What follows belongs to an exercise in optimizing a design on an open flow for small area; a production flow would make more cautious choices.
At most, simulation tests tie the RTL to the original design; equivalence was not proved.

## wip/umber
==> module pss_nid2_decider, before the edit <==
module pss_nid2_decider (
    input  logic [2:0] ge_i,                
    input  logic [2:0] prev_i,              
    input  logic [1:0] code_i,              
    input  logic [1:0] mode_i,
    input  logic [1:0] requested_nid2_i,
    output logic [1:0] code_o,              
    output logic       hit_o                
);
    logic [2:0] peaks;
    assign peaks = ge_i & ~prev_i;
    always_comb begin
        case (peaks)
            3'b001:  code_o = 2'd0;
            3'b010:  code_o = 2'd1;
            3'b100:  code_o = 2'd2;
            default: code_o = 2'd3;
        endcase
    end
    always_comb begin
        case (mode_i)
            2'd0:    hit_o = (code_i != 2'd3);
            2'd1:    hit_o = (code_i != 2'd3) && (code_i == requested_nid2_i);
            default: hit_o = 1'b0;
        endcase
    end
endmodule
==> module pss_detector, before the edit <==
module pss_detector (
    input  logic        clk_i,
    input  logic        reset_ni,
    input  logic [15:0] sample_i,           
    input  logic        sample_valid_i,
    input  logic [1:0]  mode_i,             
    input  logic [1:0]  requested_nid2_i,
    output logic [2:0]  result_o            
);
    logic         en_q;
    logic         accept_q;
    logic [255:0] window_q;
    logic [255:0] window_d;
    logic [2:0]   prev_q;
    logic [1:0]   code0_q, code1_q, code2_q;
    logic         result_valid_q;
    logic [1:0]   result_nid2_q;
    logic         accept;
    logic         hold;
    logic [2:0]   ge;
    logic [1:0]   code;
    logic         hit;
    assign accept = sample_valid_i && en_q && reset_ni;
    assign hold   = reset_ni && !accept;
    pss_sample_window i_sample_window (
        .hist_i   (window_q),
        .sample_i (sample_i),
        .shift_i  (accept),
        .hold_i   (hold),
        .clear_i  (!reset_ni),
        .hist_o   (window_d)
    );
    always_ff @(posedge clk_i) begin
        window_q <= window_d;
    end
    pss_correlator_lane i_corr (
        .window_i (window_q),
        .ge_o     (ge)
    );
    pss_nid2_decider i_nid2_decider (
        .ge_i             (ge),
        .prev_i           (prev_q),
        .code_i           (code2_q),
        .mode_i           (mode_i),
        .requested_nid2_i (requested_nid2_i),
        .code_o           (code),
        .hit_o            (hit)
    );
    always_ff @(posedge clk_i) begin
        if (!reset_ni) begin
            en_q           <= 1'b0;
            accept_q       <= 1'b0;
            prev_q         <= '0;
            code0_q        <= 2'd3;
            code1_q        <= 2'd3;
            code2_q        <= 2'd3;
            result_valid_q <= 1'b0;
            result_nid2_q  <= '0;
        end else begin
            en_q           <= !mode_i[1];
            accept_q       <= accept;
            if (accept_q) prev_q <= ge;
            code0_q        <= accept_q ? code : 2'd3;
            code1_q        <= code0_q;
            code2_q        <= code1_q;
            result_valid_q <= hit;
            if (hit) result_nid2_q <= code2_q;
        end
    end
    assign result_o = {result_valid_q, result_nid2_q};
endmodule
clock: 11.0 ns
lec_check: 0
cap_margin: 5
core_margin: 2
core_utilization: 75
cts_cluster_diameter: 100
cts_cluster_size: 30
slew_margin: 5
synth_hierarchical: 1
run.sh (not shown) runs the stock make flow with config.mk's settings and CLKGATE_MAP_FILE= SYNTH_SCRIPT=/design/flow/synth_recipe.tcl, a recipe that flattens the netlist after the stock synthesis.
--- input diff wip/umber..wip/ember ---
--- a/flow/design.v
+++ b/flow/design.v
@@ -767,6 +767,5 @@
 `timescale 1ns/1ps
 module pss_nid2_decider (
-    input  logic [2:0] ge_i,                
-    input  logic [2:0] prev_i,              
+    input  logic [2:0] peaks_i,             
     input  logic [1:0] code_i,              
     input  logic [1:0] mode_i,
@@ -775,8 +774,6 @@
     output logic       hit_o                
 );
-    logic [2:0] peaks;
-    assign peaks = ge_i & ~prev_i;
     always_comb begin
-        case (peaks)
+        case (peaks_i)
             3'b001:  code_o = 2'd0;
             3'b010:  code_o = 2'd1;
@@ -808,5 +805,6 @@
     logic [255:0] window_d;
     logic [2:0]   prev_q;
-    logic [1:0]   code0_q, code1_q, code2_q;
+    logic [2:0]   peaks_q;
+    logic [1:0]   code1_q, code2_q;
     logic         result_valid_q;
     logic [1:0]   result_nid2_q;
@@ -834,6 +832,5 @@
     );
     pss_nid2_decider i_nid2_decider (
-        .ge_i             (ge),
-        .prev_i           (prev_q),
+        .peaks_i          (peaks_q),
         .code_i           (code2_q),
         .mode_i           (mode_i),
@@ -847,5 +844,5 @@
             accept_q       <= 1'b0;
             prev_q         <= '0;
-            code0_q        <= 2'd3;
+            peaks_q        <= '0;
             code1_q        <= 2'd3;
             code2_q        <= 2'd3;
@@ -856,6 +853,6 @@
             accept_q       <= accept;
             if (accept_q) prev_q <= ge;
-            code0_q        <= accept_q ? code : 2'd3;
-            code1_q        <= code0_q;
+            peaks_q        <= accept_q ? (ge & ~prev_q) : 3'b000;
+            code1_q        <= code;
             code2_q        <= code1_q;
             result_valid_q <= hit;
## What came out
Of wip/ember and wip/umber, the run reporting the higher slack of the worst reg-to-reg path was wip/ember. Number of filler instances in the final layout (higher): wip/ember. Between wip/umber and wip/ember, the instance area after placement figures differ only marginally. Looking only at post-cts repair resize count, and setting everything else aside, the lower value of wip/ember and wip/umber goes to wip/ember. The post-synthesis cell count on wip/ember is in line with that on wip/umber. Compared to wip/umber, the routing of wip/ember uses less wire. wip/ember -> wip/umber: detail-routed via count per cell flat. wip/ember vs wip/umber on final cycle utilization of the critical path: wip/ember is the lower one. Per the comparison of wip/ember with wip/umber, maximum frequency saw an increase; clock skew saw an increase.
The RTL of wip/umber was laid out without a check of its function.

* * *

north:
pss_detector, a different RTL version from the one above (not shown whole).
For scale: roughly 1300 cells after synthesis, roughly 270 flip-flops, about 26 I/O pins, roughly 17000 um2 of cells after synthesis.
==> module pss_detector, before the edit <==
module pss_detector (
    input  logic        clk_i,
    input  logic        reset_ni,
    input  logic [15:0] sample_i,           
    input  logic        sample_valid_i,
    input  logic [1:0]  mode_i,             
    input  logic [1:0]  requested_nid2_i,
    output logic [2:0]  result_o            
);
    logic         en_q;
    logic         accept_q;
    logic [15:0]  sample_q;
    logic [239:0] hist_q;
    logic [239:0] hist_d;
    logic [2:0]   prev_q;
    logic [2:0]   peaks_q;
    logic [1:0]   code1_q, code2_q;
    logic         result_valid_q;
    logic [1:0]   result_nid2_q;
    logic         accept;
    logic         hold;
    logic [2:0]   ge;
    logic [1:0]   code;
    logic         hit;
    assign accept = sample_valid_i && en_q && reset_ni;
    assign hold   = reset_ni && !accept_q;
    always_ff @(posedge clk_i) begin
        sample_q <= sample_i ^ 16'h8080;
    end
    pss_sample_window i_sample_window (
        .hist_i   (hist_q),
        .sample_i (sample_q),
        .shift_i  (accept_q && reset_ni),
        .hold_i   (hold),
        .clear_i  (!reset_ni),
        .hist_o   (hist_d)
    );
    always_ff @(posedge clk_i) begin
        hist_q <= hist_d;
    end
    pss_correlator_lane i_corr (
        .window_i ({hist_q, sample_q}),
        .ge_o     (ge)
    );
    pss_nid2_decider i_nid2_decider (
        .peaks_i          (peaks_q),
        .code_i           (code2_q),
        .mode_i           (mode_i),
        .requested_nid2_i (requested_nid2_i),
        .code_o           (code),
        .hit_o            (hit)
    );
    always_ff @(posedge clk_i) begin
        if (!reset_ni) begin
            en_q           <= 1'b0;
            accept_q       <= 1'b0;
            prev_q         <= '0;
            peaks_q        <= '0;
            code1_q        <= 2'd3;
            code2_q        <= 2'd3;
            result_valid_q <= 1'b0;
            result_nid2_q  <= '0;
        end else begin
            en_q           <= !mode_i[1];
            accept_q       <= accept;
            if (accept_q) prev_q <= ge;
            peaks_q        <= accept_q ? (ge & ~prev_q) : 3'b000;
            code1_q        <= code;
            code2_q        <= code1_q;
            result_valid_q <= hit;
            if (hit) result_nid2_q <= code2_q;
        end
    end
    assign result_o = {result_valid_q, result_nid2_q};
endmodule
==> flow/config.mk <==
export PLATFORM = sky130hd
export DESIGN_NAME = pss_detector
export DESIGN_NICKNAME = pss_detector
export VERILOG_FILES = /design/flow/design.v
export SDC_FILE = /design/flow/constraint.sdc
export NUM_CORES = 4
export LEC_CHECK = 0
export CAP_MARGIN = 5
export CORE_MARGIN = 2
export CORE_UTILIZATION = 75
export CTS_BUF_LIST = sky130_fd_sc_hd__clkbuf_4
export CTS_CLUSTER_DIAMETER = 50
export CTS_CLUSTER_SIZE = 10
export SLEW_MARGIN = 5
export SYNTH_HIERARCHICAL = 1
==> flow/constraint.sdc <==
create_clock -name core_clock -period 11.0 [get_ports {clk_i}]
set_input_delay 2.2000 -clock core_clock [delete_from_list [all_inputs] [get_ports {clk_i}]]
set_output_delay 2.2000 -clock core_clock [all_outputs]
set_load 0.01 [all_outputs]
standard.sh (not shown) runs the stock make flow with config.mk's settings and CLKGATE_MAP_FILE= SYNTH_SCRIPT=/design/flow/synth_recipe.tcl, a recipe that flattens the netlist after the stock synthesis.
==> flow/flow/run.sh <==
#!/bin/bash
cp standard.sh standard_sh_copy.log
export BUFFER_PORTS_ARGS="-buffer_cell sky130_fd_sc_hd__buf_1"
bash standard.sh > standard_flow.log 2>&1
The following lists how east was set up differently from north:
diff --git a/flow/design.v b/flow/design.v
--- a/flow/design.v
+++ b/flow/design.v
@@ -759,8 +759,7 @@
     logic [239:0] hist_q;
     logic [239:0] hist_d;
     logic [2:0]   prev_q;
-    logic [2:0]   peaks_q;
-    logic [1:0]   code1_q, code2_q;
+    logic [1:0]   code0_q, code1_q, code2_q;
     logic         result_valid_q;
     logic [1:0]   result_nid2_q;
     logic         accept;
@@ -789,7 +788,7 @@
         .ge_o     (ge)
     );
     pss_nid2_decider i_nid2_decider (
-        .peaks_i          (peaks_q),
+        .peaks_i          (accept_q ? (ge & ~prev_q) : 3'b000),
         .code_i           (code2_q),
         .mode_i           (mode_i),
         .requested_nid2_i (requested_nid2_i),
@@ -801,7 +800,7 @@
             en_q           <= 1'b0;
             accept_q       <= 1'b0;
             prev_q         <= '0;
-            peaks_q        <= '0;
+            code0_q        <= 2'd3;
             code1_q        <= 2'd3;
             code2_q        <= 2'd3;
             result_valid_q <= 1'b0;
@@ -810,8 +809,8 @@
             en_q           <= !mode_i[1];
             accept_q       <= accept;
             if (accept_q) prev_q <= ge;
-            peaks_q        <= accept_q ? (ge & ~prev_q) : 3'b000;
-            code1_q        <= code;
+            code0_q        <= code;
+            code1_q        <= code0_q;
             code2_q        <= code1_q;
             result_valid_q <= hit;
             if (hit) result_nid2_q <= code2_q;
==> results.txt <==
Comparing east against north, there is no change at all in final number of setup-violating endpoints. east vs. north: design area went up about 1.3%, wire length on met2 went down about 0.6%, number of cells traversed by the worst register-to-register path went up 2. The cell area reported after detailed placement was comparable across east and north. Number of multi-input combinational cells in the layout of east exceeds that of north slightly. On routed wire length: between east and north, it ends up higher for east. east ends up with higher post-route met1 wirelength than north does. [east] sequential share of layout area fell 0.51 points relative to north.
For east, only the layout was checked, not whether the RTL still works.

## afterwards: timing with drivers on the ports
In the flow no input, the clock included, has a driving cell. The finished layouts below were timed again as built, in two steps.
Step 1 sets driving cells, clkbuf_16 on the clock port and buf_2 on the other inputs (assumed; they add their load-dependent delay and slew).
Step 2, shift: input delay + t, output delay - t, t = (earliest + latest rising clock arrival at the registers) / 2. This alone moves slack from input paths to output paths.
Slacks: ideal / step 1 / step 2; pairs: ideal / step 1.
run	t, ns	slack for setup (ns)	worst slew at a driven data input, ns
wip/umber	0.538	0.197 / 0.197 / 0.197	0.05
wip/ember	0.526	0.289 / 0.289 / 0.289	0.05
north	0.659	0.414 / 0.414 / 0.414	0.05
east	0.663	0.320 / 0.320 / 0.320	0.05
After both steps setup and hold are still met in every run listed.
